What follows belongs to an exercise in optimizing a design on an open flow for small area, a short achievable clock period and few clock cycles per item; a production flow would make more cautious choices. At most, simulation tests tie the RTL to the original design; equivalence was not proved. The RTL of run 6 was laid out without a check of its function. Power and IR drop assume default switching activity.

==> flow/design.v <==
package asre_pkg;
  localparam int SAMPLE_W    = 16;
  localparam int CFG_INDEX_W = 2;
  localparam int CFG_DATA_W  = 16;
  typedef logic signed [SAMPLE_W-1:0] sample_t;
  typedef logic        [SAMPLE_W-1:0] delta_t;
  typedef enum logic [CFG_INDEX_W-1:0] {
    REG_DELTA_THRESHOLD = 2'd0,
    REG_UPPER_LIMIT     = 2'd1,
    REG_LOWER_LIMIT     = 2'd2
  } cfg_index_t;
  localparam delta_t  DELTA_THRESHOLD_RESET = '0;
  localparam sample_t UPPER_LIMIT_RESET     = 16'sh7FFF;
  localparam sample_t LOWER_LIMIT_RESET     = 16'sh8000;
endpackage
module asre_avg_div_a (
  input  logic [20:0] acc_i,    
  output logic [20:0] y1_o
);
  logic neg;
  assign neg  = (acc_i < 21'd983043);            
  assign y1_o = acc_i + {4'b0, acc_i[20:4]} + {16'b0, neg, neg, neg, 2'b0};
endmodule
module asre_avg_div_b (
  input  logic [20:0] y1_i,
  output logic [15:0] avg_o
);
  logic [20:0] y3;
  assign y3    = y1_i + {8'b0, y1_i[20:8]} + {16'b0, y1_i[20:16]};
  assign avg_o = {~y3[20], y3[19:5]};
endmodule
module asre_carry #(
  parameter int W = 16
) (
  input  logic [W-1:0] a,
  input  logic [W-1:0] b,
  input  logic         ci,
  output logic         co
);
  localparam int N = 1 << $clog2(W);
  logic [2*N-2:0] g, p;
  always_comb begin
    g = '0;
    p = '0;
    for (int i = 0; i < N; i++) begin
      if (i < W) begin
        g[N-1+i] = a[i] & b[i];
        p[N-1+i] = a[i] | b[i];
      end else begin
        p[N-1+i] = 1'b1;
      end
    end
    g[N-1] = g[N-1] | (p[N-1] & ci);
    for (int k = N-2; k >= 0; k--) begin
      g[k] = g[2*k+2] | (p[2*k+2] & g[2*k+1]);
      p[k] = p[2*k+2] & p[2*k+1];
    end
    co = g[0];
  end
endmodule
module averaged_sensor_range_event_unit #(
  parameter int AVERAGE_COUNT = 10
) (
  input  logic                                      clk,
  input  logic                                      rst_n,
  input  logic                                      in_valid,
  output logic                                      in_ready,
  input  logic signed [asre_pkg::SAMPLE_W-1:0]      in_sample,
  output logic                                      out_valid,
  input  logic                                      out_ready,
  output logic signed [asre_pkg::SAMPLE_W-1:0]      out_reported_value,
  output logic                                      out_range_event,
  input  logic                                      cfg_we,
  input  logic [asre_pkg::CFG_INDEX_W-1:0]          cfg_index,
  input  logic [asre_pkg::CFG_DATA_W-1:0]           cfg_wdata
);
  localparam int SAMPLE_W = asre_pkg::SAMPLE_W;
  localparam logic [asre_pkg::CFG_INDEX_W-1:0] REG_DELTA_THRESHOLD = asre_pkg::REG_DELTA_THRESHOLD;
  localparam logic [asre_pkg::CFG_INDEX_W-1:0] REG_UPPER_LIMIT     = asre_pkg::REG_UPPER_LIMIT;
  localparam logic [asre_pkg::CFG_INDEX_W-1:0] REG_LOWER_LIMIT     = asre_pkg::REG_LOWER_LIMIT;
  localparam logic        [SAMPLE_W-1:0] DELTA_THRESHOLD_RESET = asre_pkg::DELTA_THRESHOLD_RESET;
  localparam logic signed [SAMPLE_W-1:0] UPPER_LIMIT_RESET     = asre_pkg::UPPER_LIMIT_RESET;
  localparam logic signed [SAMPLE_W-1:0] LOWER_LIMIT_RESET     = asre_pkg::LOWER_LIMIT_RESET;
  logic        [SAMPLE_W-1:0] nthr_r;
  logic        [SAMPLE_W-1:0] nupper_r;
  logic        [SAMPLE_W-1:0] nlower_r;
  logic                       ge_u, gt_l;
  logic        [SAMPLE_W-1:0] c_off;
  logic                       adv;
  logic                       k_free;      
  logic signed [SAMPLE_W-1:0] k_sample;
  logic                       a_valid, b_valid, c_valid;
  logic signed [SAMPLE_W-1:0] a_sample, b_sample, c_sample;
  logic                       b_end, c_end, c_first;
  logic                       seen_a, seen_c;
  logic                       out_valid_r;
  logic signed [SAMPLE_W-1:0] held_r, held_nxt;
  logic                       event_r, event_nxt;
  logic [3:0]  cnt_r;
  logic        start_r, a_end;
  logic [20:0] acc_r, acc_nxt, a_add;
  logic        a_first, a_acc;
  logic [20:0] y1_nxt, y1_r;
  logic [15:0] avg;
  logic        [SAMPLE_W+1:0] c_ext, h_ext, t_ext, dp_s, dp_c, dn_s, dn_c;
  logic                       dp_c17, dn_c17, dp_neg, dn_neg;
  logic                       hit;
  assign adv      = !out_valid_r || out_ready;
  assign c_first  = !seen_c;
  assign in_ready = k_free;
  assign out_valid          = out_valid_r;
  assign out_reported_value = held_r;
  assign out_range_event    = event_r;
  assign a_first = !seen_a;
  assign a_acc   = a_valid && !a_first;
  assign a_end   = (cnt_r == 4'd9);
  assign a_add   = {{(21-SAMPLE_W){a_sample[SAMPLE_W-1]}}, a_sample};
  assign acc_nxt = (start_r ? 21'd983043 : acc_r) + a_add + {a_add[19:0], 1'b0};
  asre_avg_div_a u_div_a (
    .acc_i (acc_r),
    .y1_o  (y1_nxt)
  );
  asre_avg_div_b u_div_b (
    .y1_i  (y1_r),
    .avg_o (avg)
  );
  assign c_ext   = {{2{c_sample[SAMPLE_W-1]}}, c_sample};
  assign h_ext   = {{2{held_r[SAMPLE_W-1]}}, held_r};
  assign t_ext   = {2'b11, nthr_r};
  assign dp_s    = c_ext ^ ~h_ext ^ t_ext;
  assign dp_c    = (c_ext & ~h_ext) | (c_ext & t_ext) | (~h_ext & t_ext);
  assign dn_s    = h_ext ^ ~c_ext ^ t_ext;
  assign dn_c    = (h_ext & ~c_ext) | (h_ext & t_ext) | (~c_ext & t_ext);
  asre_carry #(.W(17)) u_dp (.a(dp_s[16:0]), .b({dp_c[15:0], 1'b1}), .ci(1'b1), .co(dp_c17));
  asre_carry #(.W(17)) u_dn (.a(dn_s[16:0]), .b({dn_c[15:0], 1'b1}), .ci(1'b1), .co(dn_c17));
  assign dp_neg  = dp_s[17] ^ dp_c[16] ^ dp_c17;
  assign dn_neg  = dn_s[17] ^ dn_c[16] ^ dn_c17;
  assign c_off   = c_sample ^ 16'h8000;
  asre_carry #(.W(16)) u_ge (.a(c_off), .b(nupper_r ^ 16'h8000), .ci(1'b1), .co(ge_u));
  asre_carry #(.W(16)) u_gt (.a(c_off), .b(nlower_r ^ 16'h8000), .ci(1'b0), .co(gt_l));
  always_comb begin
    hit = (!dp_neg || !dn_neg) && (ge_u || !gt_l);
    held_nxt  = held_r;
    event_nxt = event_r;
    if (c_valid) begin
      event_nxt = 1'b0;
      if (c_first || hit) begin
        held_nxt  = c_sample;
        event_nxt = 1'b1;
      end else if (c_end) begin
        held_nxt  = avg;
      end
    end
  end
  always_ff @(posedge clk) begin
    if (!rst_n) begin
      nthr_r      <= ~DELTA_THRESHOLD_RESET;
      nupper_r    <= ~UPPER_LIMIT_RESET;
      nlower_r    <= ~LOWER_LIMIT_RESET;
      k_free      <= 1'b1;
      a_valid     <= 1'b0;
      b_valid     <= 1'b0;
      c_valid     <= 1'b0;
      out_valid_r <= 1'b0;
      seen_a      <= 1'b0;
      seen_c      <= 1'b0;
      cnt_r       <= '0;
      start_r     <= 1'b1;
    end else begin
      if (cfg_we) begin
        case (cfg_index)
          REG_DELTA_THRESHOLD: nthr_r   <= ~cfg_wdata;
          REG_UPPER_LIMIT:     nupper_r <= ~cfg_wdata;
          REG_LOWER_LIMIT:     nlower_r <= ~cfg_wdata;
          default: ;
        endcase
      end
      if (adv) begin
        k_free      <= 1'b1;
        a_valid     <= !k_free || in_valid;
        b_valid     <= a_valid;
        c_valid     <= b_valid;
        out_valid_r <= c_valid;
        seen_a      <= seen_a || a_valid;
        seen_c      <= seen_c || c_valid;
        if (a_acc) begin
          cnt_r   <= a_end ? 4'd0 : cnt_r + 4'd1;
          start_r <= a_end;
        end
      end else if (in_valid) begin
        k_free  <= 1'b0;
      end
    end
  end
  always_ff @(posedge clk) begin
    if (k_free) begin
      k_sample <= in_sample;
    end
    if (adv) begin
      a_sample <= k_free ? (in_valid ? in_sample : '0) : k_sample;
      b_sample <= a_sample;
      c_sample <= b_sample;
      b_end    <= a_end;
      c_end    <= b_end;
      y1_r     <= y1_nxt;
      acc_r    <= acc_nxt;
      held_r   <= held_nxt;
      event_r  <= event_nxt;
    end
  end
endmodule
==> flow/flow/run.sh <==
#!/bin/bash
set -euo pipefail
here=$(pwd)
bash standard.sh \
  SETUP_SLACK_MARGIN=8.4 \
  "BUFFER_PORTS_ARGS=-buffer_cell sky130_fd_sc_hd__buf_4" \
  "POST_GLOBAL_PLACE_TCL=$here/flow/small_input_buffers.tcl" \
  finish > standard.log 2>&1
==> flow/flow/small_input_buffers.tcl <==
# After global placement: the port buffers of the inputs other than clk and
# out_ready get the smallest buffer; the later repair steps resize any that
# end up on a path that needs it.
foreach port [all_inputs] {
  set pname [get_full_name $port]
  if {$pname eq "clk" || $pname eq "out_ready"} { continue }
  set net [get_nets -quiet $pname]
  if {[llength $net] == 0} { continue }
  foreach pin [get_pins -quiet -of_objects $net] {
    set inst [get_cells -of_objects $pin]
    set master [get_property $inst ref_name]
    if {[string match "sky130_fd_sc_hd__buf_*" $master]} {
      replace_cell $inst sky130_fd_sc_hd__buf_1
    }
  }
}
==> flow/standard.sh <==
#!/bin/bash
# synth_recipe.tcl (not shown) runs the flow's synth.tcl, then flattens the netlist and writes it again
# the make line also repeats each setting of config.mk as NAME=value (left out here)
make -C /OpenROAD-flow-scripts/flow DESIGN_CONFIG=/design/flow/config.mk WORK_HOME=/design/flow/orfs CLKGATE_MAP_FILE= SYNTH_SCRIPT=/design/flow/synth_recipe.tcl "${@:-finish}"
==> flow/config.mk <==
export PLATFORM = sky130hd
export DESIGN_NAME = averaged_sensor_range_event_unit
export DESIGN_NICKNAME = averaged_sensor_range_event_unit
export VERILOG_FILES = /design/flow/design.v
export SDC_FILE = /design/flow/constraint.sdc
export NUM_CORES = 4
export LEC_CHECK = 0
export ABC_AREA = 1
export CAP_MARGIN = 20
export CORE_MARGIN = 2
export CORE_UTILIZATION = 40
export SLEW_MARGIN = 20
==> flow/constraint.sdc <==
create_clock -name core_clock -period 12.0 [get_ports {clk}]
set_input_delay 2.4000 -clock core_clock [delete_from_list [all_inputs] [get_ports {clk}]]
set_output_delay 2.4000 -clock core_clock [all_outputs]
set_load 0.01 [all_outputs]
==> results of run 1 <==
-- routing by layer --
metal | part of all wire [%] | vias up
met2 | 47 | 125
li1 | - | 4365
met3 | 3.1 | 29
met5 | 0 | -
met1 | 48 | 4025
met4 | 1.8 | 0
-- sequential cells by signal, summed over array words and instances (netlist names), 4 cells and up --
register  count
acc_r        21
y1_r         21
a_sample     16
b_sample     16
c_sample     16
held_r       16
k_sample     16
nlower_r     16
nthr_r       16
nupper_r     16
cnt_r         4
-- synth_stat cells, drive strengths merged --
| cell type | n |
|---|---|
| a2111oi | 1 |
| a211oi | 2 |
| a21o | 4 |
| a21oi | 119 |
| a22o | 1 |
| a22oi | 3 |
| a31oi | 8 |
| and2 | 1 |
| buf | 3 |
| clkbuf | 23 |
| dfxtp | 60 |
| edfxtp | 125 |
| fa | 54 |
| ha | 76 |
| inv | 156 |
| nand2 | 221 |
| nand3 | 74 |
| nand3b | 1 |
| nand4 | 8 |
| nor2 | 109 |
| nor3 | 9 |
| nor3b | 2 |
| nor4 | 2 |
| o211a | 2 |
| o211ai | 3 |
| o21a | 5 |
| o21ai | 116 |
| o21bai | 3 |
| o221ai | 1 |
| o22ai | 2 |
| o31ai | 2 |
| or2 | 10 |
| xnor2 | 11 |
| xor2 | 40 |
-- critical path: cells and delay by family, from the launching register on --
| family | cells | cell delay [ns] |
|---|---|---|
| flops | 1 | 0.39 |
| buf+inv | 2 | 0.30 |
-- logic make-up after synthesis --
group	after synthesis
buffers and inverters	182
AND/OR/NAND/NOR	437
flip-flops	185
AO/OA/AOI/OAI	272
adder cells (fa/ha/maj)	130
XOR/XNOR	51
-- power by group --
group	leakage (nW)	total, mW	switching, mW	internal [mW]
Clock	0.299	0.563	0.251	0.311
Combinational	3.63	1.22	0.740	0.483
Sequential	1.83	0.922	0.104	0.818
-- repair_timing --
item,in CTS,in global routing
pin swaps,2,2
resized for setup,8,10
gates cloned,2,0
setup endpoints to repair,66,61
buffers inserted,6,4
-- how the worst max path moves through the flow --
stage	start	end	cells after the start
after floorplan	out_ready	cnt_r[3]	9
after global routing	acc_r[2]	y1_r[13]	16
after global placement	out_ready	a_valid	6
after detailed placement	out_ready	a_valid	6
final	k_free	in_ready	2
after CTS	acc_r[15]	y1_r[19]	18
-- area by class of cell --
type                       instances  area (um2)  area share (%)
timing repair inverter             1       7.507         0.05792
clock inverter                    10       76.32          0.5889
tap                              384       480.5           3.707
sequential                       185        4956           38.24
clock buffer                      22       518.0           3.997
timing repair buffer              73       464.2           3.581
inverter                         156       593.1           4.576
multi-input combinational        890        5866           45.26
-- through the flow --
stage,hold WS (ns),std cells,power (mW),cell area (um2)
floorplan,0.4003,1257,1.812,11520
CTS,0.4193,1717,2.702,12890
finish,0.4174,1721,2.708,12960
global route,0.4261,1721,2.937,12960
detailed placement,0.4062,1677,2.120,12190
global placement,0.4012,1677,2.108,12330
==> PnR_summary.wiki, run 1 <==
{| class="wikitable"
! Metric !! Value
|-
| Worst Path Max Fanout || 26
|-
| Commonest non-fill, non-tap cell in the layout || nand2_1
|-
| Placement-stage worst setup slack || 7.576 ns
|-
| Total routing usage reported by global routing || 17.49%
|-
| Worst R2R Setup Slack || 8.56 ns
|-
| Required time at the endpoint of the critical path || 9.60 ns
|-
| Post-synthesis instance area || 11510 um2
|-
| Series of cell instances along the critical path || buf_12, buf_4
|-
| Placement row count || 62
|-
| Distinct cell type count of the synthesized netlist || 46
|-
| Main combinational cell family by area after synthesis || adder cells
|-
| Type of destination of the critical path || output port
|-
| Die W || 173.6 um
|-
| Die Outline Area || 30150 um2
|-
| Post-Syn Area per Cell || 9.157 um2
|-
| Highest clock rate || 0.2823 GHz
|-
| Die boundary height || 173.6 um
|-
| Final critical-path setup slack || 8.458 ns
|-
| Number of buffers added by the clock tree synthesis step || 17
|-
| Worst hold stages || 0
|-
| Count of vias placed by the detailed router || 8544
|-
| Synthesized Nets || 1426
|-
| Worst-margin pin slew || 0.8714 ns
|-
| Synth Area in Compound Gates || 12.73%
|-
| VDD IR-drop max || 0.09799 mV
|-
| Net count of the finished layout || 1493
|-
| Starting Density || 40.32%
|-
| Worst slew margin relative to its limit || 41.84%
|-
| Longest Clk Path Bufs || 2
|-
| Area leader, netlist || edfxtp_1
|-
| CTS H-tree lvls || 4
|-
| Number of remaining DRC errors || 0
|-
| Worst clock skew || 0.01177 ns
|-
| Vias per std cell || 4.965
|-
| Leftover overflow at the end of global routing || 0
|-
| Post-synthesis share of cell area spent on and, or, nand and nor gates || 16.37%
|-
| Routing layer with the top usage in global route || met2
|-
| Max stage delay on crit path || 0.39 ns
|-
| Post-route setup TNS || 0 ns
|-
| IO Count || 58
|-
| Via count of the first global-routing pass || 8348
|-
| Port Buffers || 57
|-
| Clock Latency Late Sink || 0.44 ns
|-
| Reg2reg end || y1_r[13]
|-
| Result of the run || timing/DRC/antenna clean
|-
| Number of pins exceeding their max-slew limit in the final report || 0
|-
| Post-synthesis adder-cell area fraction || 17.65%
|-
| Highest-count cells in the layout ignoring fill and taps || 201 x nand2_1, 151 x inv_1, 125 x edfxtp_1, 116 x a21oi_1, 110 x o21ai_0
|-
| Leak || 5.764 nW
|-
| Number of sinks on the clock net || 185
|-
| GR Layer Usage met2 || 29.13%
|-
| Critical register-to-register path startpoint || acc_r[15]
|-
| Root Buffer Master || clkbuf_16
|-
| Sort of element at the start of the critical path || register
|-
| Clock slew seen by the registers of the worst setup and hold paths || 0.07 ns
|-
| DRT Pass-1 Iters || 5
|-
| Initial antenna violation count || 0
|-
| Iteration-0 DRC Markers || 494
|-
| Final critical-path share of the clock period || 29.52%
|-
| Hold-fix buffer count after cts || 0
|-
| Final Routed Wirelength || 25530 um
|-
| Met1 track utilization from global routing || 23.69%
|-
| Drt wl/cell || 14.83 um
|-
| Count of warnings emitted by yosys || 3
|-
| Area growth from synthesis to layout || 12.61%
|-
| RSZ-0062 raised after global routing || yes
|-
| Number of failing hold endpoints at the final stage || 0
|-
| Number of cells on the worst reg-to-reg path || 16
|-
| Slowest cell on the critical path || dfxtp_2
|-
| Global-route wire length before repair || 42050 um
|-
| End point of the worst hold path || c_end
|-
| Share of final-layout standard cells stronger than drive strength 1 || 8.601%
|-
| Fraction of post-synthesis cell area in the top cell type by area || 32.61%
|-
| Type of the worst setup path || reg -> out
|-
| Global routing met3 resource utilization || 2.829%
|-
| Antenna violation net count after detailed routing || 0
|-
| Worst path arrival time || 1.14 ns
|-
| Cell area power density || 208.9 nW/um2
|-
| Final core utilization || 45.40%
|-
| Detailed placer's ending HPWL || 19450 um
|-
| Hold path startpoint || b_end
|-
| Top cells by area in the synthesized netlist || edfxtp_1 33%, dfxtp_1 10%, fa_1 9.4%
|-
| Share of the synthesized netlist area taken by xor and xnor gates || 3.881%
|-
| Number of max-cap violations || 0
|-
| CTS tree || built
|-
| Worst min-delay path category || reg -> reg
|-
| Maximum number of pins on one net before global-route repair || 61
|-
| Min Clock Period, post-route || 3.542 ns
|-
| Flop and latch count out of synthesis || 185
|-
| Post-Syn Instances || 1257
|-
| Sequential cell area fraction in the yosys report || 43.05%
|-
| Final setup violation count || 0
|-
| Multiplexer area fraction after synthesis || 0%
|-
| Fill cell count || 2801
|-
| Diodes inserted || 0
|-
| Core Box Area || 28550 um2
|}
Testbench counts, summed over its fixed seeds: cycles 16,032, items 16,000.
==> inputs of run 2 (changes only) <==
--- a/flow/design.v
+++ b/flow/design.v
@@ -198,5 +198,5 @@
     end
     if (adv) begin
-      a_sample <= k_free ? (in_valid ? in_sample : '0) : k_sample;
+      a_sample <= k_free ? in_sample : k_sample;
       b_sample <= a_sample;
       c_sample <= b_sample;
@@ -204,5 +204,5 @@
       c_end    <= b_end;
       y1_r     <= y1_nxt;
-      acc_r    <= acc_nxt;
+      if (a_valid) acc_r <= acc_nxt;
       held_r   <= held_nxt;
       event_r  <= event_nxt;
==> flow/flow/run.sh (replaced) <==
#!/bin/bash
set -euo pipefail
here=$(pwd)
bash standard.sh \
  SETUP_SLACK_MARGIN=8.5 \
  "BUFFER_PORTS_ARGS=-buffer_cell sky130_fd_sc_hd__buf_4" \
  "POST_GLOBAL_PLACE_TCL=$here/flow/small_input_buffers.tcl" \
  finish > standard.log 2>&1
--- a/flow/config.mk
+++ b/flow/config.mk
@@ -10,3 +10,4 @@
 export CORE_MARGIN = 2
 export CORE_UTILIZATION = 40
+export GPL_TIMING_DRIVEN = 1
 export SLEW_MARGIN = 20
==> run 2 against run 1 <==
  * Combinational power shrank 23%
  * Wire length shrank 4.3%
  * Clock skew shrank 0.0010 ns
  * Final area shrank 0.54%
  * Power shrank 13%
  * Worst setup slack gained 0.074 ns
  * Sequential share of layout area shrank 1.0 points
  * Critical path type unchanged
  * Synthesized cell count shrank 3.0%
==> PnR_summary.wiki, run 2 <==
{| class="wikitable"
! Metric !! Value
|-
| Share of power burned in the clock network || 24.0% (+3.2 points)
|-
| Type of the worst setup path || reg -> out
|-
| Die Outline Area || 29590 um2 (-1.9%)
|-
| Post-Syn Instances || 1219 (-3.0%)
|-
| Clock Latency Late Sink || 0.44 ns (about the same)
|-
| Port Buffers || 57 (unchanged)
|-
| Via count of the first global-routing pass || 8164 (-2.2%)
|-
| Maximum number of pins on one net before global-route repair || 75 (+23%)
|-
| Initial antenna violation count || 0 (unchanged)
|-
| Top FF cell, synth || edfxtp_1
|-
| Post-synthesis share of cell area spent on and, or, nand and nor gates || 16.15% (-0.23 points)
|-
| Number of pins exceeding their max-slew limit in the final report || 0 (unchanged)
|-
| Cell class contributing the biggest share of worst-path delay || flip-flops
|-
| GR Layer Usage met2 || 29.35% (+0.22 points)
|-
| Required time at the endpoint of the critical path || 9.60 ns (about the same)
|-
| Share of final-layout standard cells stronger than drive strength 1 || 12.79% (+4.2 points)
|-
| IO Count || 58 (unchanged)
|-
| Top cells by area in the synthesized netlist || edfxtp_1 29%, dfxtp_1 13%, fa_1 9.6%
|-
| Count of warnings emitted by yosys || 3 (unchanged)
|-
| Post-route setup TNS || 0 ns (unchanged)
|-
| Commonest non-fill, non-tap cell in the layout || nand2_1
|-
| Area growth from synthesis to layout || 14.17%
|-
| CTS H-tree lvls || 4 (unchanged)
|-
| Root Buffer Master || clkbuf_16
|-
| Leftover overflow at the end of global routing || 0 (unchanged)
|-
| Sort of element at the start of the critical path || register
|-
| Net count of the finished layout || 1470 (-1.5%)
|-
| Main combinational cell family by area after synthesis || adder cells
|-
| Count of vias placed by the detailed router || 8389 (-1.8%)
|-
| Leak || 5.616 nW (-2.6%)
|-
| Synthesized Nets || 1388 (-2.7%)
|-
| Share of the synthesized netlist area taken by xor and xnor gates || 3.879% (about the same)
|-
| Placement row count || 61 (-1.6%)
|-
| Starting Density || 40.64% (+0.32 points)
|-
| Register share of total power || 36.2% (+2.1 points)
|-
| Result of the run || timing/DRC/antenna clean
|-
| Final Routed Wirelength || 24430 um (-4.3%)
|-
| Number of failing hold endpoints at the final stage || 0 (unchanged)
|-
| CTS tree || built
|-
| Net switching power of the design || 896.3 uW (-18%)
|-
| Max stage delay on crit path || 0.47 ns (+0.08 ns)
|-
| Core Box Area || 27780 um2 (-2.7%)
|-
| Number of sinks on the clock net || 185 (unchanged)
|-
| Worst min-delay path category || reg -> reg
|-
| Buffer and inverter count on the worst path || 1 (-1)
|-
| Most frequent cells after synthesis || 201 x nand2_1, 135 x inv_1, 119 x a21oi_1
|-
| Worst slew margin relative to its limit || 38.85% (-3.0 points)
|-
| Die boundary height || 172.0 um (-0.93%)
|-
| Area leader, netlist || edfxtp_1
|-
| Worst path arrival time || 1.07 ns (-0.07 ns)
|-
| Ys async rst share || 0% (unchanged)
|-
| Number of enable-type register cells in the synthesized netlist || 109 (-13%)
|-
| Longest Clk Path Bufs || 2 (unchanged)
|-
| Most repeated cell in the gate-level netlist after synthesis || nand2_1
|-
| Overall power || 2.365 mW (-13%)
|-
| Type of destination of the critical path || output port
|-
| Worst-margin pin slew || 0.9173 ns (+0.04581 ns)
|-
| Slowest cell on the critical path || edfxtp_1
|-
| Global-route wire length before repair || 40210 um (-4.4%)
|-
| Antenna violation net count after detailed routing || 0 (unchanged)
|-
| Detailed placer's ending HPWL || 19040 um (-2.1%)
|-
| Post-synthesis adder-cell area fraction || 18.00% (+0.34 points)
|-
| Iteration-0 DRC Markers || 450 (-8.9%)
|-
| VDD IR-drop max || 0.09941 mV (+1.5%)
|-
| Hold-fix buffer count after cts || 0 (unchanged)
|-
| Global routing met3 resource utilization || 2.770% (-0.059 points)
|-
| Switching fraction of total power || 37.89% (-2.6 points)
|-
| Number of remaining DRC errors || 0 (unchanged)
|-
| Total routing usage reported by global routing || 17.24% (-0.26 points)
|-
| Min Clock Period, post-route || 3.468 ns (-0.07389 ns)
|-
| Synth Area in Compound Gates || 12.26% (-0.47 points)
|-
| Final core utilization || 46.40% (+1.0 points)
|-
| Cell area power density || 183.5 nW/um2 (-12%)
|-
| Diodes inserted || 0 (unchanged)
|-
| Post-synthesis instance area || 11290 um2 (-1.9%)
|-
| Cell Int Power || 1.469 mW (-8.9%)
|-
| Highest-count cells in the layout ignoring fill and taps || 198 x nand2_1, 127 x inv_1, 118 x a21oi_1, 109 x edfxtp_1, 99 x nor2_1
|-
| Worst clock skew || 0.01073 ns (-0.001041 ns)
|-
| Number of buffers added by the clock tree synthesis step || 17 (unchanged)
|-
| Routing layer with the top usage in global route || met2
|-
| Post-Syn Area per Cell || 9.262 um2 (+1.2%)
|-
| DRT Pass-1 Iters || 5 (unchanged)
|-
| Met1 track utilization from global routing || 23.31% (-0.39 points)
|-
| Logic gate share of total power || 39.8% (-5.3 points)
|-
| Final setup violation count || 0 (unchanged)
|-
| Fraction of post-synthesis cell area in the top cell type by area || 28.99% (-3.6 points)
|-
| Final critical-path share of the clock period || 28.90% (-0.62 points)
|-
| Multiplexer area fraction after synthesis || 1.596% (+1.6 points)
|-
| Highest clock rate || 0.2883 GHz (+2.1%)
|-
| Number of max-cap violations || 0 (unchanged)
|-
| Sequential cell area fraction in the yosys report || 42.46% (-0.58 points)
|-
| Flop and latch count out of synthesis || 185 (unchanged)
|-
| Top Registers || acc_r: 21 flops, y1_r: 21 flops
|-
| Die W || 172.0 um (-0.93%)
|-
| Series of cell instances along the critical path || buf_6
|-
| Worst Path Max Fanout || 3 (-88%)
|-
| Drt wl/cell || 14.44 um (-2.7%)
|-
| RSZ-0062 raised after global routing || yes
|-
| Vias per std cell || 4.958 (-0.13%)
|-
| Distinct cell type count of the synthesized netlist || 48 (+4.3%)
|-
| Clock slew seen by the registers of the worst setup and hold paths || 0.07 ns (about the same)
|}
[run 2: area by class of cell]
cell class                 count  area [um2]
fill                        2748       14890
multi-input combinational    872        5949
sequential                   185        4798
timing repair buffer          86       535.5
inverter                     139       533.0
tap                          378       473.0
clock buffer                  18       450.4
clock inverter                14       151.4
[run 2: kinds of logic after synthesis]
| family | Yosys count |
|---|---|
| buffers and inverters | 162 |
| adders and majority gates | 130 |
| AOI/OAI and AO/OA | 257 |
| muxes | 16 |
| xor gates and xnor gates | 50 |
| DFF | 185 |
| and+or+nand+nor | 419 |
[run 2: layer usage]
layer / vias up / wire [um]
li1: 4264 / -
met1: 3949 / 11500
met2: 157 / 11800
met3: 19 / 887
met4: 0 / 242
met5: - / 0
[run 2: power groups by stage]
stage	Sequential [mW]	Clock (mW)	Combinational, mW
after floorplan	0.837	0	0.718
after global placement	0.872	0	0.894
after detailed placement	0.873	0	0.900
after CTS	0.858	0.580	0.921
after global routing	0.867	0.604	1.08
final	0.855	0.568	0.942
[run 2: metrics by stage]
stage | std cells | area, um2 | worst slack, ns | hold WS [ns]
final | 1692 | 12890 | 8.532 | 0.4201
after global routing | 1692 | 12890 | 8.431 | 0.4281
after floorplan | 1219 | 11310 | 7.461 | 0.4003
after global placement | 1635 | 12130 | 8.130 | 0.4007
after CTS | 1681 | 12730 | 8.452 | 0.4208
after detailed placement | 1635 | 11990 | 8.073 | 0.4045
[run 2: repair_timing]
action                     in CTS  in global routing
resized for setup               8                 25
pin swaps                       2                  8
buffers inserted               14                 11
setup endpoints to repair      17                 68
cloned                          0                  0
[run 2: path summary, 6_finish.rpt]
check | endpoint | slack, ns | cells past startpoint | from
setup / recovery | out_reported_value[1] | 8.53 | 1 | held_r[1]
hold / removal | c_end | 0.42 | 0 | b_end
setup reg to reg | y1_r[19] | 8.67 | 18 | acc_r[15]
hold reg to reg | c_end | 0.42 | 0 | b_end
Testbench counts of run 2, summed over its fixed seeds: cycles 16,032, items 16,000.
==> inputs of run 3 (changes only) <==
--- a/flow/config.mk
+++ b/flow/config.mk
@@ -10,4 +10,3 @@
 export CORE_MARGIN = 2
 export CORE_UTILIZATION = 40
-export GPL_TIMING_DRIVEN = 1
 export SLEW_MARGIN = 20
==> run 3 against run 2 <==
  * Still clean on timing, DRC and antenna
  * Non-clock buffer count unchanged
  * Power unchanged
  * Final area unchanged
  * Critical path depth unchanged
  * Critical path type unchanged
  * Largest power group unchanged
==> PnR_summary.wiki, run 3 <==
{| class="wikitable"
! Metric !! Value
|-
| Result of the run || timing/DRC/antenna clean
|-
| Highest-count cells in the layout ignoring fill and taps || 198 x nand2_1, 127 x inv_1, 118 x a21oi_1, 109 x edfxtp_1, 99 x nor2_1
|-
| Top Registers || acc_r: 21 flops, y1_r: 21 flops
|-
| Post-route setup TNS || 0 ns (unchanged)
|-
| Sequential cell area fraction in the yosys report || 42.46% (unchanged)
|-
| Flop and latch count out of synthesis || 185 (unchanged)
|-
| Buffer and inverter count on the worst path || 1 (unchanged)
|-
| Distinct cell type count of the synthesized netlist || 48 (unchanged)
|-
| DRT Pass-1 Iters || 5 (unchanged)
|-
| Ys async rst share || 0% (unchanged)
|-
| Reg2reg end || y1_r[19]
|-
| Max stage delay on crit path || 0.47 ns (about the same)
|-
| Worst hold stages || 0 (unchanged)
|-
| End point of the worst hold path || c_end
|-
| Top cells by area in the synthesized netlist || edfxtp_1 29%, dfxtp_1 13%, fa_1 9.6%
|-
| Via count of the first global-routing pass || 8164 (unchanged)
|-
| Number of placed instances with taps included || 1635 (unchanged)
|-
| Post-synthesis instance area || 11290 um2 (unchanged)
|-
| Cell area power density || 183.5 nW/um2 (unchanged)
|-
| Worst Path Max Fanout || 3 (unchanged)
|-
| Synthesized Nets || 1388 (unchanged)
|-
| Final instance count without filler cells || 1692 (unchanged)
|-
| Type of destination of the critical path || output port
|-
| Detailed placer's ending HPWL || 19040 um (unchanged)
|-
| Number of enable-type register cells in the synthesized netlist || 109 (unchanged)
|-
| Iteration-0 DRC Markers || 450 (unchanged)
|-
| Clock slew seen by the registers of the worst setup and hold paths || 0.07 ns (about the same)
|-
| Count of warnings emitted by yosys || 3 (unchanged)
|-
| Fill cell count || 2748 (unchanged)
|-
| Fraction of post-synthesis cell area in the top cell type by area || 28.99% (unchanged)
|-
| Area leader, netlist || edfxtp_1
|-
| Worst path arrival time || 1.07 ns (about the same)
|-
| Share of final-layout standard cells stronger than drive strength 1 || 12.79% (unchanged)
|-
| Net count of the finished layout || 1470 (unchanged)
|-
| Final Routed Wirelength || 24430 um (unchanged)
|-
| Number of failing hold endpoints at the final stage || 0 (unchanged)
|-
| Longest Clk Path Bufs || 2 (unchanged)
|-
| Final setup violation count || 0 (unchanged)
|-
| Type of the worst setup path || reg -> out
|-
| Total routing usage reported by global routing || 17.24% (unchanged)
|-
| Die boundary height || 172.0 um (unchanged)
|-
| Global-route wire length before repair || 40210 um (unchanged)
|-
| Die W || 172.0 um (unchanged)
|-
| Critical register-to-register path startpoint || acc_r[15]
|-
| Worst R2R Setup Slack || 8.67 ns (about the same)
|-
| Root Buffer Master || clkbuf_16
|-
| Required time at the endpoint of the critical path || 9.60 ns (about the same)
|-
| Hold_ws || 0.4201 ns (unchanged)
|-
| Top FF cell, synth || edfxtp_1
|-
| Worst clock skew || 0.01073 ns (unchanged)
|-
| Worst-margin pin slew || 0.9173 ns (unchanged)
|-
| RSZ-0062 raised after global routing || yes
|-
| Area growth from synthesis to layout || 14.17% (unchanged)
|-
| Post-Syn Area per Cell || 9.262 um2 (unchanged)
|-
| IO Count || 58 (unchanged)
|-
| Number of cells on the worst reg-to-reg path || 18 (unchanged)
|-
| Number of sinks on the clock net || 185 (unchanged)
|-
| Final core utilization || 46.40% (unchanged)
|-
| Core Box Area || 27780 um2 (unchanged)
|-
| Post-Syn Instances || 1219 (unchanged)
|-
| CTS H-tree lvls || 4 (unchanged)
|-
| Cell area reported after detailed placement || 11990 um2 (unchanged)
|-
| Series of cell instances along the critical path || buf_6
|-
| Leftover overflow at the end of global routing || 0 (unchanged)
|-
| Most repeated cell in the gate-level netlist after synthesis || nand2_1
|-
| Commonest non-fill, non-tap cell in the layout || nand2_1
|-
| Highest clock rate || 0.2883 GHz (unchanged)
|-
| Clock Latency Late Sink || 0.44 ns (about the same)
|-
| Die Outline Area || 29590 um2 (unchanged)
|-
| Number of max-cap violations || 0 (unchanged)
|-
| Antenna violation net count after detailed routing || 0 (unchanged)
|-
| Number of remaining DRC errors || 0 (unchanged)
|-
| CTS tree || built
|-
| Slowest cell on the critical path || edfxtp_1
|-
| Vias per std cell || 4.958 (unchanged)
|-
| Leak || 5.616 nW (unchanged)
|-
| Final critical-path share of the clock period || 28.90% (unchanged)
|-
| Port Buffers || 57 (unchanged)
|-
| Post-route cell area || 12890 um2 (unchanged)
|-
| Maximum number of pins on one net before global-route repair || 75 (unchanged)
|-
| Min Clock Period, post-route || 3.468 ns (unchanged)
|-
| Placement row count || 61 (unchanged)
|-
| Most frequent cells after synthesis || 201 x nand2_1, 135 x inv_1, 119 x a21oi_1
|-
| Cell class contributing the biggest share of worst-path delay || flip-flops
|-
| Worst slew margin relative to its limit || 38.85% (unchanged)
|-
| Sort of element at the start of the critical path || register
|-
| Drt wl/cell || 14.44 um (unchanged)
|-
| Worst min-delay path category || reg -> reg
|-
| Initial antenna violation count || 0 (unchanged)
|-
| Hold path startpoint || b_end
|-
| Starting Density || 40.64% (unchanged)
|-
| Count of vias placed by the detailed router || 8389 (unchanged)
|-
| Number of buffers added by the clock tree synthesis step || 17 (unchanged)
|-
| Number of pins exceeding their max-slew limit in the final report || 0 (unchanged)
|-
| Diodes inserted || 0 (unchanged)
|-
| VDD IR-drop max || 0.09941 mV (unchanged)
|}
[run 3: layout make-up]
type,count,area [um2],share of cell area (%)
clock buffer,18,450.4,3.494
clock inverter,14,151.4,1.174
inverter,139,533.0,4.135
multi-input combinational,872,5949,46.15
tap,378,473.0,3.669
sequential,185,4798,37.22
timing repair buffer,86,535.5,4.154
[run 3: logic make-up after synthesis]
kind of cell | synth area share, %
xor gates and xnor gates | 3.879
AOI/OAI and AO/OA | 12.26
adders and majority gates | 18.00
and+or+nand+nor | 16.15
DFF | 42.46
muxes | 1.596
buffers and inverters | 5.663
[run 3: worst max-delay path by stage]
stage	cells past startpoint	to	from
floorplan	4	acc_r[0]	out_ready
global route	18	y1_r[19]	acc_r[15]
CTS	1	in_ready	k_free
global placement	5	nlower_r[14]	cfg_index[0]
finish	1	out_reported_value[1]	held_r[1]
detailed placement	5	nlower_r[1]	rst_n
[run 3: what timing repair did]
item	CTS	global route
endpoints found under the setup margin	17	68
setup buffers	14	11
gates resized for setup	8	25
hold buffers	0	0
pin swaps	2	8
hold endpoints to repair	0	0
[run 3: metrics by stage]
stage	setup slack [ns]	total power, mW
6_report	8.532	2.365
5_1_grt	8.431	2.553
4_1_cts	8.452	2.359
3_5_place_dp	8.073	1.773
3_3_place_gp	8.130	1.767
2_1_floorplan	7.461	1.555
[run 3: power by group]
part / total, mW / internal [mW] / switching, mW / leakage, nW
combinational: 0.942 / 0.387 / 0.554 / 3.59
clock: 0.568 / 0.307 / 0.261 / 0.294
sequential: 0.855 / 0.774 / 0.0811 / 1.73
total: 2.37 / 1.47 / 0.896 / 5.62
[run 3: routing by layer]
metal / global-route usage (%) / vias up / routed length, um
met2: 29.35 / 157 / 11800
li1: - / 4264 / -
met1: 23.31 / 3949 / 11500
met3: 2.770 / 19 / 887
met5: 0 / - / 0
met4: 3.471 / 0 / 242
==> inputs of run 4 (changes only) <==
--- a/flow/config.mk
+++ b/flow/config.mk
@@ -9,4 +9,5 @@
 export CAP_MARGIN = 20
 export CORE_MARGIN = 2
-export CORE_UTILIZATION = 40
+export CORE_UTILIZATION = 65
+export PLACE_DENSITY = 0.85
 export SLEW_MARGIN = 20
==> run 4 against run 3 <==
  * Synthesized cell count did not move
  * Global-route usage grew 12 points
  * Hold slack about the same
  * Largest cell class unchanged
  * Clock power is 2% lower
  * Sequential power barely moved
  * Still clean on timing, DRC and antenna
  * Area after synthesis did not move
  * Maximum frequency is 3.0% lower
  * Final cell count down 8.7%
  * Worst setup slack worse by 0.11 ns
  * Clock-buffer cell count is 1 higher
==> PnR_summary.wiki, run 4 <==
{| class="wikitable"
! Metric !! Value
|-
| Result of the run || timing/DRC/antenna clean
|-
| Net count of the finished layout || 1475 (+0.34%)
|-
| Number of remaining DRC errors || 0 (unchanged)
|-
| Global-route wire length before repair || 41200 um (+2.5%)
|-
| Leftover overflow at the end of global routing || 0 (unchanged)
|-
| Switching fraction of total power || 38.42% (+0.52 points)
|-
| Sort of element at the start of the critical path || input pin
|-
| Final setup violation count || 0 (unchanged)
|-
| Die Outline Area || 18440 um2 (-38%)
|-
| Count of vias placed by the detailed router || 9027 (+7.6%)
|-
| Register share of total power || 35.4% (-0.8 points)
|-
| Worst-margin pin slew || 0.8282 ns (-0.08908 ns)
|-
| Highest-count cells in the layout ignoring fill and taps || 196 x nand2_1, 127 x inv_1, 117 x a21oi_1, 109 x edfxtp_1, 95 x nor2_1
|-
| Cell Int Power || 1.493 mW (+1.6%)
|-
| Detailed placer's ending HPWL || 18870 um (-0.93%)
|-
| Number of max-cap violations || 0 (unchanged)
|-
| Number of sinks on the clock net || 185 (unchanged)
|-
| Placement row count || 48 (-21%)
|-
| Share of final-layout standard cells stronger than drive strength 1 || 13.95% (+1.2 points)
|-
| Worst Path Max Fanout || 5 (+2)
|-
| Cell area power density || 189.0 nW/um2 (+3.0%)
|-
| Share of power burned in the clock network || 23.1% (-0.9 points)
|-
| VDD IR-drop max || 0.1254 mV (+26%)
|-
| CTS H-tree lvls || 4 (unchanged)
|-
| Post-synthesis instance area || 11290 um2 (unchanged)
|-
| Slowest cell on the critical path || nor3b_1
|-
| Max stage delay on crit path || 0.24 ns (-0.23 ns)
|-
| Ys async rst share || 0% (unchanged)
|-
| Worst path arrival time || 3.91 ns (+2.84 ns)
|-
| Area growth from synthesis to layout || 13.59%
|-
| Highest clock rate || 0.2796 GHz (-3.0%)
|-
| Total routing usage reported by global routing || 28.97% (+12 points)
|-
| Top FF cell, synth || edfxtp_1
|-
| Number of failing hold endpoints at the final stage || 0 (unchanged)
|-
| Diodes inserted || 0 (unchanged)
|-
| Core Box Area || 17120 um2 (-38%)
|-
| Root Buffer Master || clkbuf_16
|-
| Count of warnings emitted by yosys || 3 (unchanged)
|-
| Worst clock skew || 0.008106 ns (-0.002623 ns)
|-
| CTS tree || built
|-
| Longest Clk Path Bufs || 2 (unchanged)
|-
| Fraction of post-synthesis cell area in the top cell type by area || 28.99% (unchanged)
|-
| Cell area reported after detailed placement || 11790 um2 (-1.7%)
|-
| Post-Syn Instances || 1219 (unchanged)
|-
| Vias per std cell || 5.847 (+18%)
|-
| Top Registers || acc_r: 21 flops, y1_r: 21 flops
|-
| Hold_ws || 0.4197 ns (-0.0004010 ns)
|-
| Distinct cell type count of the synthesized netlist || 48 (unchanged)
|-
| Worst slew margin relative to its limit || 44.73% (+5.9 points)
|-
| Maximum number of pins on one net before global-route repair || 40 (-47%)
|-
| Min Clock Period, post-route || 3.577 ns (+0.1087 ns)
|-
| Final Routed Wirelength || 26680 um (+9.2%)
|-
| Sequential cell area fraction in the yosys report || 42.46% (unchanged)
|-
| Net switching power of the design || 931.2 uW (+3.9%)
|-
| Via count of the first global-routing pass || 8674 (+6.2%)
|-
| Area leader, netlist || edfxtp_1
|-
| Hold-fix buffer count after cts || 0 (unchanged)
|-
| Post-route setup TNS || 0 ns (unchanged)
|-
| Top cells by area in the synthesized netlist || edfxtp_1 29%, dfxtp_1 13%, fa_1 9.6%
|-
| Iteration-0 DRC Markers || 770 (+71%)
|-
| Clock Latency Late Sink || 0.43 ns (about the same)
|-
| Initial antenna violation count || 0 (unchanged)
|-
| Number of enable-type register cells in the synthesized netlist || 109 (unchanged)
|-
| Number of buffers added by the clock tree synthesis step || 17 (unchanged)
|-
| Final critical-path share of the clock period || 29.81% (+0.91 points)
|-
| RSZ-0062 raised after global routing || yes
|-
| Logic gate share of total power || 41.6% (+1.8 points)
|-
| Type of destination of the critical path || register
|-
| Commonest non-fill, non-tap cell in the layout || nand2_1
|-
| Worst R2R Setup Slack || 8.48 ns (-0.19 ns)
|-
| IO Count || 58 (unchanged)
|-
| DRT Pass-1 Iters || 6 (+1)
|-
| Type of the worst setup path || in -> reg
|-
| Synthesized Nets || 1388 (unchanged)
|-
| Drt wl/cell || 17.28 um (+20%)
|-
| Number of pins exceeding their max-slew limit in the final report || 0 (unchanged)
|-
| Leak || 5.685 nW (+1.2%)
|-
| Port Buffers || 57 (unchanged)
|-
| Flop and latch count out of synthesis || 185 (unchanged)
|-
| Worst min-delay path category || reg -> reg
|-
| Series of cell instances along the critical path || buf_4, nor2_4, clkinvlp_4, buf_16, nand2_4, nor2_4, inv_1, nor2_2, inv_1, nor3_2, buf_4, nor3b_1
|-
| Most frequent cells after synthesis || 201 x nand2_1, 135 x inv_1, 119 x a21oi_1
|-
| Required time at the endpoint of the critical path || 12.33 ns (+2.73 ns)
|-
| Clock slew seen by the registers of the worst setup and hold paths || 0.07 ns (about the same)
|-
| Post-route cell area || 12820 um2 (-0.51%)
|-
| Most repeated cell in the gate-level netlist after synthesis || nand2_1
|-
| Die boundary height || 135.8 um (-21%)
|-
| Die W || 135.8 um (-21%)
|-
| Antenna violation net count after detailed routing || 0 (unchanged)
|-
| Starting Density || 65.96% (+25 points)
|-
| Post-Syn Area per Cell || 9.262 um2 (unchanged)
|}
## run 4: cell counts after synthesis
Identical to the previous run, type by type.
## run 4: final timing paths
| kind | end | startpoint | cells past startpoint |
|---|---|---|---|
| max reg2reg | y1_r[19] | acc_r[15] | 18 |
| min reg2reg | c_sample[10] | b_sample[10] | 0 |
| max | cnt_r[2] | out_ready | 12 |
| min | c_sample[10] | b_sample[10] | 0 |
## run 4: kinds of logic after synthesis
group           Yosys count  synth area share [%]
fa+ha+maj               130                 18.00
flops                   185                 42.46
buf+inv                 162                 5.663
xor+xnor                 50                 3.879
mux                      16                 1.596
compound gates          257                 12.26
simple gates            419                 16.15
## run 4: per-stage QoR
stage          cells  setup slack, ns  power [mW]  utilization, %
2_1_floorplan   1219            7.461       1.555               -
3_3_place_gp    1480            7.541       1.750           69.67
3_5_place_dp    1480            7.366       1.785           68.86
4_1_cts         1521            8.463       2.361           73.30
5_1_grt         1544            8.319       2.566           74.93
6_report        1544            8.423       2.424           74.93
## run 4: critical path, delay by kind of cell
family,cells,cell delay [ns]
buffers and inverters,6,0.78
and+or+nand+nor,6,0.72
## run 4: what timing repair did
action,in CTS,in global routing
setup endpoints to repair,71,69
gates cloned,3,0
setup buffers,6,23
gates resized for setup,18,32
pin swaps,2,16
endpoints found under the hold margin,0,0
## run 4: routing by layer
layer  global-route usage, %  share of wire, %  vias up
met4                   15.57               4.6        0
met1                   35.35                40     4291
met2                   49.83                50      359
met5                       0                 0        -
li1                        -                 -     4289
met3                   4.190               5.6       88
## run 4: cell type report
class                      count  area [um2]
inverter                     139       533.0
fill                        1157        4292
sequential                   185        4802
timing repair inverter         1       7.507
timing repair buffer          90       608.1
clock buffer                  19       442.9
multi-input combinational    872        6008
clock inverter                13       141.4
tap                          225       281.5
## run 4: power by group through the flow
stage	Sequential (mW)	Clock [mW]	Combinational [mW]
after floorplan	0.837	0	0.718
after global placement	0.866	0	0.884
after detailed placement	0.870	0	0.915
after CTS	0.856	0.558	0.947
after global routing	0.864	0.584	1.12
final	0.857	0.559	1.01
==> inputs of run 5 (changes only) <==
--- a/flow/config.mk
+++ b/flow/config.mk
@@ -9,5 +9,5 @@
 export CAP_MARGIN = 20
 export CORE_MARGIN = 2
-export CORE_UTILIZATION = 65
-export PLACE_DENSITY = 0.85
+export CORE_UTILIZATION = 55
+export PLACE_DENSITY = 0.75
 export SLEW_MARGIN = 20
==> run 5 against run 4 <==
  * Non-clock buffer count down 12
  * Clock skew up 0.0079 ns
  * Sequential share of layout area up 0.47 points
  * Largest power group unchanged
  * Area after synthesis unchanged
  * Largest cell class unchanged
  * Power down 1.7%
  * Critical endpoint is now out_reported_value[6]
  * Combinational power down 5%
  * Utilization down 12 points
==> PnR_summary.wiki, run 5 <==
{| class="wikitable"
! Metric !! Value
|-
| Number of cells on the worst reg-to-reg path || 18 (unchanged)
|-
| Post-Syn Instances || 1219 (unchanged)
|-
| Top FF cell, synth || edfxtp_1
|-
| Detailed placer's ending HPWL || 18450 um (-2.2%)
|-
| Maximum number of pins on one net before global-route repair || 75 (+88%)
|-
| Series of cell instances along the critical path || buf_4
|-
| Required time at the endpoint of the critical path || 9.60 ns (-2.73 ns)
|-
| Highest-count cells in the layout ignoring fill and taps || 200 x nand2_1, 131 x inv_1, 119 x a21oi_1, 109 x edfxtp_1, 99 x nor2_1
|-
| Critical register-to-register path startpoint || acc_r[15]
|-
| Fraction of post-synthesis cell area in the top cell type by area || 28.99% (unchanged)
|-
| Longest Clk Path Bufs || 2 (unchanged)
|-
| Die W || 147.3 um (+8.5%)
|-
| Ys async rst share || 0% (unchanged)
|-
| Crit path launch || held_r[6]
|-
| Top cells by area in the synthesized netlist || edfxtp_1 29%, dfxtp_1 13%, fa_1 9.6%
|-
| Synthesized Nets || 1388 (unchanged)
|-
| Post-Syn Area per Cell || 9.262 um2 (unchanged)
|-
| Clock Latency Late Sink || 0.45 ns (+0.02 ns)
|-
| Cell area power density || 188.3 nW/um2 (-0.38%)
|-
| Leak || 5.572 nW (-2.0%)
|-
| Final critical-path setup slack || 8.538 ns (+0.1153 ns)
|-
| Total stage count of the critical path || 1 (-11)
|-
| Reg2reg end || y1_r[19]
|-
| Distinct cell type count of the synthesized netlist || 48 (unchanged)
|-
| Final Routed Wirelength || 23840 um (-11%)
|-
| Number of placed instances with taps included || 1526 (+3.1%)
|-
| Placement row count || 52 (+8.3%)
|-
| Max stage delay on crit path || 0.45 ns (+0.21 ns)
|-
| Last element of the critical path || out_reported_value[6]
|-
| Sequential cell area fraction in the yosys report || 42.46% (unchanged)
|-
| Diodes inserted || 0 (unchanged)
|-
| Most repeated cell in the gate-level netlist after synthesis || nand2_1
|-
| Leftover overflow at the end of global routing || 0 (unchanged)
|-
| CTS tree || built
|-
| Worst min-delay path category || reg -> reg
|-
| Area leader, netlist || edfxtp_1
|-
| Worst-margin pin slew || 0.9104 ns (+0.08220 ns)
|-
| Starting Density || 55.98% (-10 points)
|-
| Antenna violation net count after detailed routing || 0 (unchanged)
|-
| Post-synthesis instance area || 11290 um2 (unchanged)
|-
| VDD IR-drop max || 0.1269 mV (+1.2%)
|-
| Number of sinks on the clock net || 185 (unchanged)
|-
| Highest clock rate || 0.2889 GHz (+3.3%)
|-
| Number of remaining DRC errors || 0 (unchanged)
|-
| Post-route setup TNS || 0 ns (unchanged)
|-
| Initial antenna violation count || 0 (unchanged)
|-
| Result of the run || timing/DRC/antenna clean
|-
| Vias per std cell || 5.391 (-7.8%)
|-
| Die Outline Area || 21690 um2 (+18%)
|-
| Drt wl/cell || 15.13 um (-12%)
|-
| CTS H-tree lvls || 4 (unchanged)
|-
| Final instance count without filler cells || 1576 (+2.1%)
|-
| Die boundary height || 147.3 um (+8.5%)
|-
| Number of failing hold endpoints at the final stage || 0 (unchanged)
|-
| Share of final-layout standard cells stronger than drive strength 1 || 11.49% (-2.5 points)
|-
| Core Box Area || 20170 um2 (+18%)
|-
| Commonest non-fill, non-tap cell in the layout || nand2_1
|-
| RSZ-0062 raised after global routing || yes
|-
| Port Buffers || 57 (unchanged)
|-
| Cell area reported after detailed placement || 11850 um2 (+0.54%)
|-
| Worst Path Max Fanout || 3 (-2)
|-
| Worst clock skew || 0.01596 ns (+0.007859 ns)
|-
| Cell class contributing the biggest share of worst-path delay || flip-flops
|-
| Buffer and inverter count on the worst path || 1 (-5)
|-
| Type of destination of the critical path || output port
|-
| Count of vias placed by the detailed router || 8497 (-5.9%)
|-
| Final setup violation count || 0 (unchanged)
|-
| IO Count || 58 (unchanged)
|-
| Fill cell count || 1683 (+45%)
|-
| Top Registers || acc_r: 21 flops, y1_r: 21 flops
|-
| Via count of the first global-routing pass || 8408 (-3.1%)
|-
| Number of pins exceeding their max-slew limit in the final report || 0 (unchanged)
|-
| Iteration-0 DRC Markers || 555 (-28%)
|-
| Most frequent cells after synthesis || 201 x nand2_1, 135 x inv_1, 119 x a21oi_1
|-
| Type of the worst setup path || reg -> out
|-
| Sort of element at the start of the critical path || register
|-
| Total routing usage reported by global routing || 23.14% (-5.8 points)
|-
| Count of warnings emitted by yosys || 3 (unchanged)
|-
| Placement-stage worst setup slack || 7.929 ns (+0.5631 ns)
|-
| Worst slew margin relative to its limit || 39.31% (-5.4 points)
|-
| Flop and latch count out of synthesis || 185 (unchanged)
|-
| DRT Pass-1 Iters || 5 (-1)
|-
| Overall power || 2.383 mW (-1.7%)
|-
| Number of enable-type register cells in the synthesized netlist || 109 (unchanged)
|-
| Min Clock Period, post-route || 3.462 ns (-0.1153 ns)
|-
| Final critical-path share of the clock period || 28.85% (-0.96 points)
|-
| Clock slew seen by the registers of the worst setup and hold paths || 0.07 ns (about the same)
|-
| Area growth from synthesis to layout || 12.09%
|-
| Global-route wire length before repair || 40060 um (-2.8%)
|-
| Root Buffer Master || clkbuf_16
|-
| Slowest cell on the critical path || edfxtp_1
|-
| Post-route cell area || 12660 um2 (-1.3%)
|-
| Net count of the finished layout || 1462 (-0.88%)
|-
| Worst R2R Setup Slack || 8.66 ns (+0.18 ns)
|-
| Worst path arrival time || 1.06 ns (-2.85 ns)
|-
| Number of buffers added by the clock tree synthesis step || 17 (unchanged)
|-
| Number of max-cap violations || 0 (unchanged)
|}
==> run 5: cell counts after synthesis <==
No cell type changed its count.
==> run 5: what timing repair did <==
action,CTS,global route
pin swaps,2,2
hold buffers,0,0
hold endpoints to repair,0,0
setup endpoints to repair,39,50
gates cloned,0,0
buffers inserted,6,12
gates resized for setup,5,12
==> run 5: cell type report <==
class,count,area (um2),share of cell area [%]
multi-input combinational,872,5927,46.83
sequential,185,4798,37.91
inverter,139,533.0,4.212
timing repair buffer,78,447.9,3.539
clock buffer,17,425.4,3.361
tap,270,337.8,2.669
clock inverter,15,186.4,1.473
==> run 5: power by group <==
group          total, mW  internal, mW  leakage [nW]  switching, mW
Clock              0.571         0.316         0.298          0.255
Combinational      0.957         0.386          3.54          0.572
Sequential         0.855         0.774          1.73         0.0804
Total               2.38          1.48          5.57          0.907
==> run 5: cells by family after synthesis <==
kind of cell / Yosys count / synth area share [%]
simple gates: 419 / 16.15
flops: 185 / 42.46
buf+inv: 162 / 5.663
xor+xnor: 50 / 3.879
compound gates: 257 / 12.26
fa+ha+maj: 130 / 18.00
mux: 16 / 1.596
==> run 5: worst min path at each step <==
stage | from | endpoint | cells past startpoint
after global placement | b_end | c_end | 0
after floorplan | b_end | c_end | 0
after CTS | b_sample[15] | c_sample[15] | 0
after detailed placement | b_sample[12] | c_sample[12] | 0
after global routing | b_sample[13] | c_sample[13] | 0
final | b_sample[2] | c_sample[2] | 0
==> run 5: metrics by stage <==
step	util (%)	hold WS, ns
after floorplan	-	0.4003
after global placement	59.44	0.4012
after detailed placement	58.75	0.4045
after CTS	62.10	0.4197
after global routing	62.75	0.4255
final	62.75	0.4167
==> run 5: layer usage <==
metal / GRT usage, % / up-vias / wire (um)
met5: 0 / - / 0
met4: 6.154 / 0 / 352
met3: 3.168 / 28 / 1045
met2: 40.23 / 187 / 11820
met1: 30.65 / 4029 / 10630
li1: - / 4253 / -
==> inputs of run 6 (changes only) <==
--- a/flow/design.v
+++ b/flow/design.v
@@ -19,5 +19,5 @@
 );
   logic neg;
-  assign neg  = (acc_i < 21'd983043);            
+  assign neg  = !acc_i[20] && (!(&acc_i[19:16]) || (!(|acc_i[15:2]) && !(acc_i[1] && acc_i[0])));
   assign y1_o = acc_i + {4'b0, acc_i[20:4]} + {16'b0, neg, neg, neg, 2'b0};
 endmodule
--- a/flow/config.mk
+++ b/flow/config.mk
@@ -9,5 +9,4 @@
 export CAP_MARGIN = 20
 export CORE_MARGIN = 2
-export CORE_UTILIZATION = 55
-export PLACE_DENSITY = 0.75
+export CORE_UTILIZATION = 40
 export SLEW_MARGIN = 20
==> run 6 against run 5 <==
  * Still clean
  * Wire length grew 1.5%
  * Utilization shrank 16 points
  * Critical path depth grew 15
  * Maximum frequency shrank 2.1%
  * Flip-flop and latch count is the same
  * Clock-buffer cell count grew 4
  * Sequential share of layout area shrank 0.62 points
  * Final area grew 1.7%
  * Global-route usage shrank 6.2 points
  * Worst setup slack lost 0.074 ns
  * Final cell count grew 6.9%
  * Die area grew 35%
  * Critical endpoint is now y1_r[16]
==> PnR_summary.wiki, run 6 <==
{| class="wikitable"
! Metric !! Value
|-
| Result of the run || timing/DRC/antenna clean
|-
| Leak || 5.619 nW (+0.85%)
|-
| Area leader, netlist || edfxtp_1
|-
| Longest Clk Path Bufs || 2 (unchanged)
|-
| Starting Density || 40.39% (-16 points)
|-
| Number of cells on the worst reg-to-reg path || 16 (-2)
|-
| Number of remaining DRC errors || 0 (unchanged)
|-
| RSZ-0062 raised after global routing || yes
|-
| Maximum number of pins on one net before global-route repair || 75 (unchanged)
|-
| Required time at the endpoint of the critical path || 12.17 ns (+2.57 ns)
|-
| Total routing usage reported by global routing || 16.91% (-6.2 points)
|-
| Number of placed instances with taps included || 1619 (+6.1%)
|-
| Iteration-0 DRC Markers || 411 (-26%)
|-
| Post-Syn Instances || 1203 (-1.3%)
|-
| Synthesized Nets || 1372 (-1.2%)
|-
| Net switching power of the design || 879.1 uW (-3.1%)
|-
| Leftover overflow at the end of global routing || 0 (unchanged)
|-
| Drt wl/cell || 14.37 um (-5.0%)
|-
| Initial antenna violation count || 0 (unchanged)
|-
| Port Buffers || 57 (unchanged)
|-
| Post-route cell area || 12860 um2 (+1.7%)
|-
| Final Routed Wirelength || 24200 um (+1.5%)
|-
| IO Count || 58 (unchanged)
|-
| Final core utilization || 46.56% (-16 points)
|-
| Share of final-layout standard cells stronger than drive strength 1 || 12.25% (+0.77 points)
|-
| Worst clock skew || 0.01168 ns (-0.004290 ns)
|-
| Met3 Wirelength || 741 um (-29%)
|-
| Commonest non-fill, non-tap cell in the layout || nand2_1
|-
| Post-route setup TNS || 0 ns (unchanged)
|-
| Root Buffer Master || clkbuf_16
|-
| Post-Syn Area per Cell || 9.277 um2 (+0.16%)
|-
| Cell area reported after detailed placement || 11880 um2 (+0.26%)
|-
| Number of buffers added by the clock tree synthesis step || 17 (unchanged)
|-
| Worst slew margin relative to its limit || 39.24% (-0.071 points)
|-
| Post-synthesis instance area || 11160 um2 (-1.2%)
|-
| CTS tree || built
|-
| Clock slew seen by the registers of the worst setup and hold paths || 0.06 ns (about the same)
|-
| Worst-margin pin slew || 0.9114 ns (+0.001072 ns)
|-
| Number of sinks on the clock net || 185 (unchanged)
|-
| Via count of the first global-routing pass || 7859 (-6.5%)
|-
| Sort of element at the start of the critical path || register
|-
| Cell Int Power || 1.467 mW (-0.63%)
|-
| Top Registers || acc_r: 21 flops, y1_r: 21 flops
|-
| Type of destination of the critical path || register
|-
| Overall power || 2.346 mW (-1.6%)
|-
| Ys async rst share || 0% (unchanged)
|-
| Final critical-path share of the clock period || 29.46% (+0.62 points)
|-
| Die W || 171.0 um (+16%)
|-
| DRT Pass-1 Iters || 8 (+3)
|-
| Highest metal layer used by the detailed router || met4
|-
| Hold_ws || 0.4206 ns (+0.003843 ns)
|-
| Most frequent cells after synthesis || 218 x nand2_1, 141 x inv_1, 116 x a21oi_1
|-
| Core Box Area || 27630 um2 (+37%)
|-
| VDD IR-drop max || 0.09782 mV (-23%)
|-
| Worst path arrival time || 3.71 ns (+2.65 ns)
|-
| Highest clock rate || 0.2828 GHz (-2.1%)
|-
| Most repeated cell in the gate-level netlist after synthesis || nand2_1
|-
| Met2 routed WL || 11460 um (-3.0%)
|-
| Top cells by area in the synthesized netlist || edfxtp_1 29%, dfxtp_1 14%, fa_1 9.7%
|-
| Distinct cell type count of the synthesized netlist || 51 (+6.3%)
|-
| Placement-stage worst setup slack || 7.650 ns (-0.2790 ns)
|-
| Sequential cell area fraction in the yosys report || 42.96% (+0.50 points)
|-
| Worst hold stages || 0 (unchanged)
|-
| Number of pins exceeding their max-slew limit in the final report || 0 (unchanged)
|-
| Antenna violation net count after detailed routing || 0 (unchanged)
|-
| Number of failing hold endpoints at the final stage || 0 (unchanged)
|-
| Cell area power density || 182.3 nW/um2 (-3.2%)
|-
| Diodes inserted || 0 (unchanged)
|-
| Number of max-cap violations || 0 (unchanged)
|-
| Switching fraction of total power || 37.48% (-0.59 points)
|-
| Detailed placer's ending HPWL || 18930 um (+2.6%)
|-
| Placement row count || 61 (+17%)
|-
| Flop and latch count out of synthesis || 185 (unchanged)
|-
| Worst min-delay path category || reg -> reg
|-
| Final setup violation count || 0 (unchanged)
|-
| Net count of the finished layout || 1462 (unchanged)
|-
| Top FF cell, synth || edfxtp_1
|-
| Global-route wire length before repair || 38940 um (-2.8%)
|-
| Vias per std cell || 4.892 (-9.3%)
|-
| Min Clock Period, post-route || 3.535 ns (+0.07390 ns)
|-
| Type of the worst setup path || reg -> reg
|-
| Number of enable-type register cells in the synthesized netlist || 109 (unchanged)
|-
| Logic gate share of total power || 41.0% (+0.8 points)
|-
| Fraction of post-synthesis cell area in the top cell type by area || 29.33% (+0.34 points)
|-
| Met1 wire length || 11670 um (+9.8%)
|-
| Share of power burned in the clock network || 22.5% (-1.5 points)
|-
| Count of warnings emitted by yosys || 3 (unchanged)
|-
| Count of vias placed by the detailed router || 8238 (-3.0%)
|-
| Register share of total power || 36.4% (+0.5 points)
|-
| Highest-count cells in the layout ignoring fill and taps || 213 x nand2_1, 134 x inv_1, 112 x a21oi_1, 109 x edfxtp_1, 85 x nor2_1
|-
| Final instance count without filler cells || 1684 (+6.9%)
|-
| Die boundary height || 171.0 um (+16%)
|-
| Clock Latency Late Sink || 0.43 ns (-0.02 ns)
|-
| Worst Path Max Fanout || 5 (+2)
|-
| Die Outline Area || 29250 um2 (+35%)
|-
| Final critical-path setup slack || 8.465 ns (-0.07390 ns)
|-
| Area growth from synthesis to layout || 15.27%
|-
| CTS H-tree lvls || 4 (unchanged)
|}
run 6: changes by cell type after synthesis, sizes merged, moves of 3 or more:
cell and change:
nor2 -14, o21ai -6, nand2 -5, a31oi -4, o211ai +4, or2 +4
a21oi -3, inv +3, nand3 +3, o21bai +3
run 6: final cells by class:
class	instances	area (um2)
fill	2684	14760
multi-input combinational	853	5914
sequential	185	4798
timing repair buffer	94	584.3
inverter	142	548.0
tap	378	473.0
clock buffer	21	450.4
clock inverter	11	96.34
run 6: worst max-delay path, cell delays in order (launching register included):
cell	delay, ns
edfxtp_1	0.42
inv_2	0.08
nand4_1	0.16
a2111oi_4	0.32
nand3_1	0.14
a41oi_2	0.21
buf_4	0.15
fa_1	0.44
ha_4	0.29
a21oi_2	0.16
nor2_1	0.05
o21ai_1	0.14
o211ai_1	0.14
nor2_2	0.22
o21bai_2	0.12
a21oi_2	0.16
xor2_1	0.08
run 6: kinds of logic (layout without fill, tap and decap cells):
group                    Yosys count  after routing  synth area share (%)
adder cells (fa/ha/maj)          130            130                 18.21
AO/OA/AOI/OAI                    252            252                 12.40
buffers and inverters            165            268                 5.661
flip-flops                       185            185                 42.96
AND/OR/NAND/NOR                  405            405                 15.24
XOR/XNOR                          50             50                 3.924
multiplexers                      16             16                 1.614
run 6: power groups by stage:
stage	clock network (mW)	logic, mW	registers, mW
floorplan	0	0.701	0.836
global placement	0	0.888	0.870
detailed placement	0	0.887	0.871
CTS	0.541	0.917	0.857
global route	0.563	1.10	0.866
finish	0.529	0.962	0.855
run 6: worst paths after layout:
path | startpoint | end | slack [ns]
worst max-delay path | acc_r[9] | y1_r[16] | 8.46
worst min-delay path | b_sample[6] | c_sample[6] | 0.42
worst max register to register | acc_r[9] | y1_r[16] | 8.46
worst min register to register | b_sample[6] | c_sample[6] | 0.42
run 6: repair_timing:
item                                   CTS  global route
pin swaps                                4            24
gates resized for setup                 14            34
buffers inserted                         7            26
endpoints found under the hold margin    0             0
setup endpoints to repair               47            56
hold buffers                             0             0
run 6: routing by layer:
| layer | up-vias | global-route usage [%] |
|---|---|---|
| met5 | - | 0 |
| met4 | 0 | 4.200 |
| met3 | 24 | 2.822 |
| met2 | 120 | 27.93 |
| met1 | 3864 | 23.17 |
| li1 | 4230 | - |

afterwards: timing with drivers on the ports:
The flow's constraints put no driver on any port. The routed layouts listed below were extracted and timed again, unchanged, in two steps.
Step 1: set_driving_cell puts a clkbuf_16 on clk and a buf_2 on each other input, an assumption about the parent block.
Step 2, shift: input delay + t, output delay - t, t = (earliest + latest rising clock arrival at the registers) / 2. This alone moves slack from input paths to output paths.
Slacks: no drivers / after step 1 / after step 2; pairs: no drivers / after step 1.
| run | shift t [ns] | slack for setup (ns) | hold WS [ns] | worst slew at a driven data input, ns |
|---|---|---|---|---|
| run 1 | 0.476 | 8.458 / 8.414 / 8.206 | 0.417 / 0.417 / 0.417 | 0.05 |
| run 2 | 0.471 | 8.532 / 8.490 / 8.221 | 0.420 / 0.420 / 0.420 | 0.03 |
| run 3 | 0.471 | 8.532 / 8.490 / 8.221 | 0.420 / 0.420 / 0.420 | 0.03 |
| run 4 | 0.474 | 8.423 / 8.444 / 7.970 | 0.420 / 0.420 / 0.420 | 0.03 |
| run 5 | 0.477 | 8.538 / 8.498 / 8.225 | 0.417 / 0.417 / 0.417 | 0.03 |
| run 6 | 0.469 | 8.465 / 8.465 / 8.223 | 0.421 / 0.421 / 0.421 | 0.04 |
After both steps every run listed still meets setup and hold. For run 4, which loses most, drivers alone change the setup slack by +0.021 ns; drivers and shift together by -0.453 ns.
